What follows belongs to an exercise in optimizing a design on an open flow for small area, a short achievable clock period and few clock cycles per item; a production flow would make more cautious choices. At most, simulation tests tie the RTL to the original design; equivalence was not proved. Power is estimated from default activity; no workload was simulated.

## the previous run
## quadrature_decoder_velocity_core
module quadrature_decoder_velocity_core
(
    input  wire logic      clk,
    input  wire logic      rst_n,
    input  wire logic      in_valid,
    output logic           in_stall,
    input  wire logic [35:0] in_data_bits,
    output logic           out_valid,
    input  wire logic      out_stall,
    output logic [64:0]    out_data_bits
);
export LEC_CHECK = 0
export CAP_MARGIN = 20
export CORE_MARGIN = 2
export CORE_UTILIZATION = 55
export PLACE_DENSITY = 0.65
export SETUP_SLACK_MARGIN = 4.4
export SLEW_MARGIN = 20
create_clock -name core_clock -period 8.0 [get_ports {clk}]
run.sh (not shown) runs the stock make flow with config.mk's settings and CLKGATE_MAP_FILE= SYNTH_SCRIPT=/design/flow/synth_recipe.tcl, a recipe that flattens the netlist after the stock synthesis.
Testbench counts of the previous run, summed over its fixed seeds: cycles 32,309, items 24,063.
Input-level comparison between the current run and the previous run:
--- a/flow/design.v
+++ b/flow/design.v
@@ -226,18 +226,17 @@
                 mmax      <= 1'b0;
                 snap_time <= in_time;
             end
         end
     end
     logic        rneg;
     logic [31:0] dv_hi;          
     logic [31:0] dv_rev;
-    logic [32:0] trial;
-    logic        tcarry;
+    logic [33:0] trial;
     logic        qbit;
     logic        skip16, skip8, skip4, skip2;
     assign rneg = rem[32];
     always_comb
         for (int p = 0; p < 32; p++)
             dv_rev[p] = !dv[31 - p];
     logic [31:0] dv_hr;
     qdv_pand #(.N(32)) u_dvhi (.x(dv_rev), .t(dv_hr));
@@ -254,19 +253,19 @@
             m4[j]  = (j + 4 >= 32) ? 1'b1 : dv_hi[(j + 4) % 32];
             m2[j]  = (j + 2 >= 32) ? 1'b1 : dv_hi[(j + 2) % 32];
         end
         skip16 = !rneg && (cnt >= 6'd16) && ((rem[31:0] & m16) == '0) && ((sq[32:17] & dv_hi[15:0]) == '0);
         skip8  = !rneg && (cnt >= 6'd8)  && ((rem[31:0] & m8) == '0)  && ((sq[32:25] & dv_hi[7:0]) == '0);
         skip4  = !rneg && (cnt >= 6'd4)  && ((rem[31:0] & m4) == '0)  && ((sq[32:29] & dv_hi[3:0]) == '0);
         skip2  = !rneg && (cnt >= 6'd2)  && ((rem[31:0] & m2) == '0)  && ((sq[32:31] & dv_hi[1:0]) == '0);
     end
-    qdv_add #(.N(33)) u_trial (.a({rem[31:0], sq[32]}),
-        .b(rneg ? {1'b0, dv} : ~{1'b0, dv}), .ci(!rneg), .y(trial), .co(tcarry));
-    assign qbit = tcarry;
+    qdv_add #(.N(34)) u_trial (.a({rem, sq[32]}),
+        .b(rneg ? {2'b00, dv} : ~{2'b00, dv}), .ci(!rneg), .y(trial), .co());
+    assign qbit = !trial[33];
     logic [31:0] quo, quo_t, quo_neg;
     logic [31:0] vel;
     logic        vsat;
     assign quo = sq[31:0];
     qdv_pand #(.N(32)) u_neg (.x(~quo), .t(quo_t));
     assign quo_neg = quo ^ ~quo_t;
     assign vsat    = dsat || (quo[31] && (!dneg || !quo_t[31]));
     always_comb
@@ -334,17 +333,17 @@
             else if (skip2)
             begin
                 rem <= {rem[30:0], sq[32:31]};
                 sq  <= {sq[30:0], 2'd0};
                 cnt <= cnt - 6'd2;
             end
             else
             begin
-                rem <= {!tcarry, trial[31:0]};
+                rem <= trial[32:0];
                 sq  <= {sq[31:0], qbit};
                 cnt <= cnt - 6'd1;
                 if (cnt == 6'd33 && qbit)
                     dsat <= 1'b1;
             end
         end
     end
     logic        ovalid;
==> results.txt <==
Going from the previous run to the current run, number of non-clock inverters now sits lower, global-route wire length before repair went down. The current run vs. the previous run: global routing usage on met2 fell 1.4 points, synthesized netlist cell count fell 40, die area fell about 1.1%, total power draw fell about 4%, share of the synthesized area in compound gates (AO/OA/AOI/OAI) fell 0.76 points.
No functional check of the RTL was part of the current run.

--- another note on this design; it stands on its own ---

## build 56
==> flow/design.v (excerpt) <==
module quadrature_decoder_velocity_core
(
    input  wire logic      clk,
    input  wire logic      rst_n,
    input  wire logic      in_valid,
    output logic           in_stall,
    input  wire logic [35:0] in_data_bits,
    output logic           out_valid,
    input  wire logic      out_stall,
    output logic [64:0]    out_data_bits
);
Size in the first run: ~330 flip-flops, about 110 I/O pins, about 0.022 mm^2 of cells after synthesis.
Settings: LEC_CHECK=0, CAP_MARGIN=20, CORE_MARGIN=2, CORE_UTILIZATION=55, PLACE_DENSITY=0.65, SETUP_SLACK_MARGIN=4.5, SLEW_MARGIN=20, TNS_END_PERCENT=0; clock period 8.0 ns.
run.sh (not shown) runs the stock make flow with config.mk's settings and CLKGATE_MAP_FILE= SYNTH_SCRIPT=/design/flow/synth_recipe.tcl, a recipe that flattens the netlist after the stock synthesis.
Every stage of the flow completed for build 56, and the final layout passed the timing, DRC and antenna checks.
Testbench counts of build 56, summed over its fixed seeds: cycles 32,309, items 24,063.
Input changes introduced in build 74 (baseline for comparison: build 56):
- SETUP_SLACK_MARGIN now 4.4, was 4.5
- TNS_END_PERCENT no longer set, was 0
[summary]
- From build 74 to build 56, mean cell area of the mapped netlist did not move at all.
- Against build 56, maximum operating frequency in build 74 rose by a few percent.
- [compare] base=build 56 new=build 74: hold slack comparable, total power of the final layout went up 1.5%.
- Higher setup slack was reported by build 74, not build 56.
- Comparing build 74 and build 56, the lower share of layout cells above drive strength 1 is on build 56.
- Build 56 → build 74: clock period minus worst slack fell 0.11 ns; sequential power ~0 delta.
The following lists how build 25 was set up differently from build 74:
- CTS_CLUSTER_DIAMETER: unset -> 100
- CTS_CLUSTER_SIZE: unset -> 30
Findings:
Build 74 → build 25: first-pass GRT wire length decreased 1.4%; core utilization fell by 2.1 points; number of antenna violations at the first check in global routing saw an increase; shortest period the worst path allows increased by 0.041 ns relative to the old numbers.
On post-CTS clock slew at the launch and capture registers of the worst setup and hold paths, the lower figure sits with build 74, not build 25.
Changes in build 84 relative to build 25:
- swapping 30 for 20 in CTS_CLUSTER_SIZE
- swapping 100 for 80 in CTS_CLUSTER_DIAMETER
Results
Build 84: number of cells in the finished layout apart from fillers higher than build 25. Placeable core region essentially unchanged between build 84 and build 25. Across both runs, total power was higher for build 84 than for build 25. Total wire length in build 84 vs build 25: up 210 um.

========
Starting RTL as in the previous note.
Settings: LEC_CHECK=0, CAP_MARGIN=20, CORE_MARGIN=2, CORE_UTILIZATION=55, PLACE_DENSITY=0.65, SETUP_SLACK_MARGIN=4.3, SLEW_MARGIN=20; clock period 8.0 ns.
Testbench counts at the start, summed over its fixed seeds: cycles 32,309, items 24,063.
Rerun with:
CORE_UTILIZATION = 50   (was 55)
PLACE_DENSITY = 0.62   (was 0.65)
SETUP_SLACK_MARGIN = 4.7   (was 4.3)
Clock skew drops by 0.0080 ns.
Total power is higher by 9.3%.
Core utilization goes down by 1.4 points.
Maximum frequency climbs by 6.3%.
Rerun with:
CORE_UTILIZATION = 62   (was 50)
PLACE_DENSITY = 0.72   (was 0.62)
SETUP_SLACK_MARGIN = 4.4   (was 4.7)
After rerunning: Cell count came out lower by 7.3%; total power went down by 8.3%; wire length falls by 10%.

port drivers added, routing unchanged:
How much do the figures lean on ideal ports? The routed layouts below were timed once more, with nothing changed but the port constraints. Step 1: set_driving_cell puts a clkbuf_16 on clk and a buf_2 on each other input, an assumption about the parent block. Step 2 moves the port delays by t, midway between the first and last clock arrival at a register: inputs arrive t later, outputs are due t later. That takes back most of the time a late clock gives input paths. a / b / c = no drivers / after step 1 / after step 2; a / b = the first two.
| run | t (ns) | slack for setup (ns) | worst setup path after step 2 | worst register clock-pin slew, ns | cell pins on the clock port's net |
|---|---|---|---|---|---|
| the previous run | 0.625 | 4.322 / 4.322 / 3.908 | input to register | 0.07 / 0.07 | 1 |
| the current run | 0.615 | 4.217 / 4.217 / 3.902 | input to register | 0.06 / 0.06 | 1 |
| build 56 | 0.615 | 4.289 / 4.289 / 3.763 | input to register | 0.06 / 0.06 | 1 |
| build 74 | 0.620 | 4.403 / 4.403 / 4.156 | input to register | 0.06 / 0.06 | 1 |
| build 25 | 0.607 | 4.362 / 4.362 / 4.045 | input to register | 0.12 / 0.12 | 1 |
| build 84 | 0.643 | 4.378 / 4.378 / 4.164 | input to register | 0.09 / 0.09 | 1 |
| the first run of note 3 | 0.625 | 4.243 / 4.243 / 3.771 | input to register | 0.06 / 0.06 | 1 |
| the second run of note 3 | 0.631 | 4.466 / 4.466 / 4.108 | input to register | 0.06 / 0.06 | 1 |
| the third run of note 3 | 0.613 | 4.244 / 4.244 / 3.874 | input to register | 0.06 / 0.06 | 1 |
After both steps every run listed still meets setup and hold. The setup slack of build 56, which loses most, moves by 0.000 ns with the drivers and by -0.526 ns with both steps.
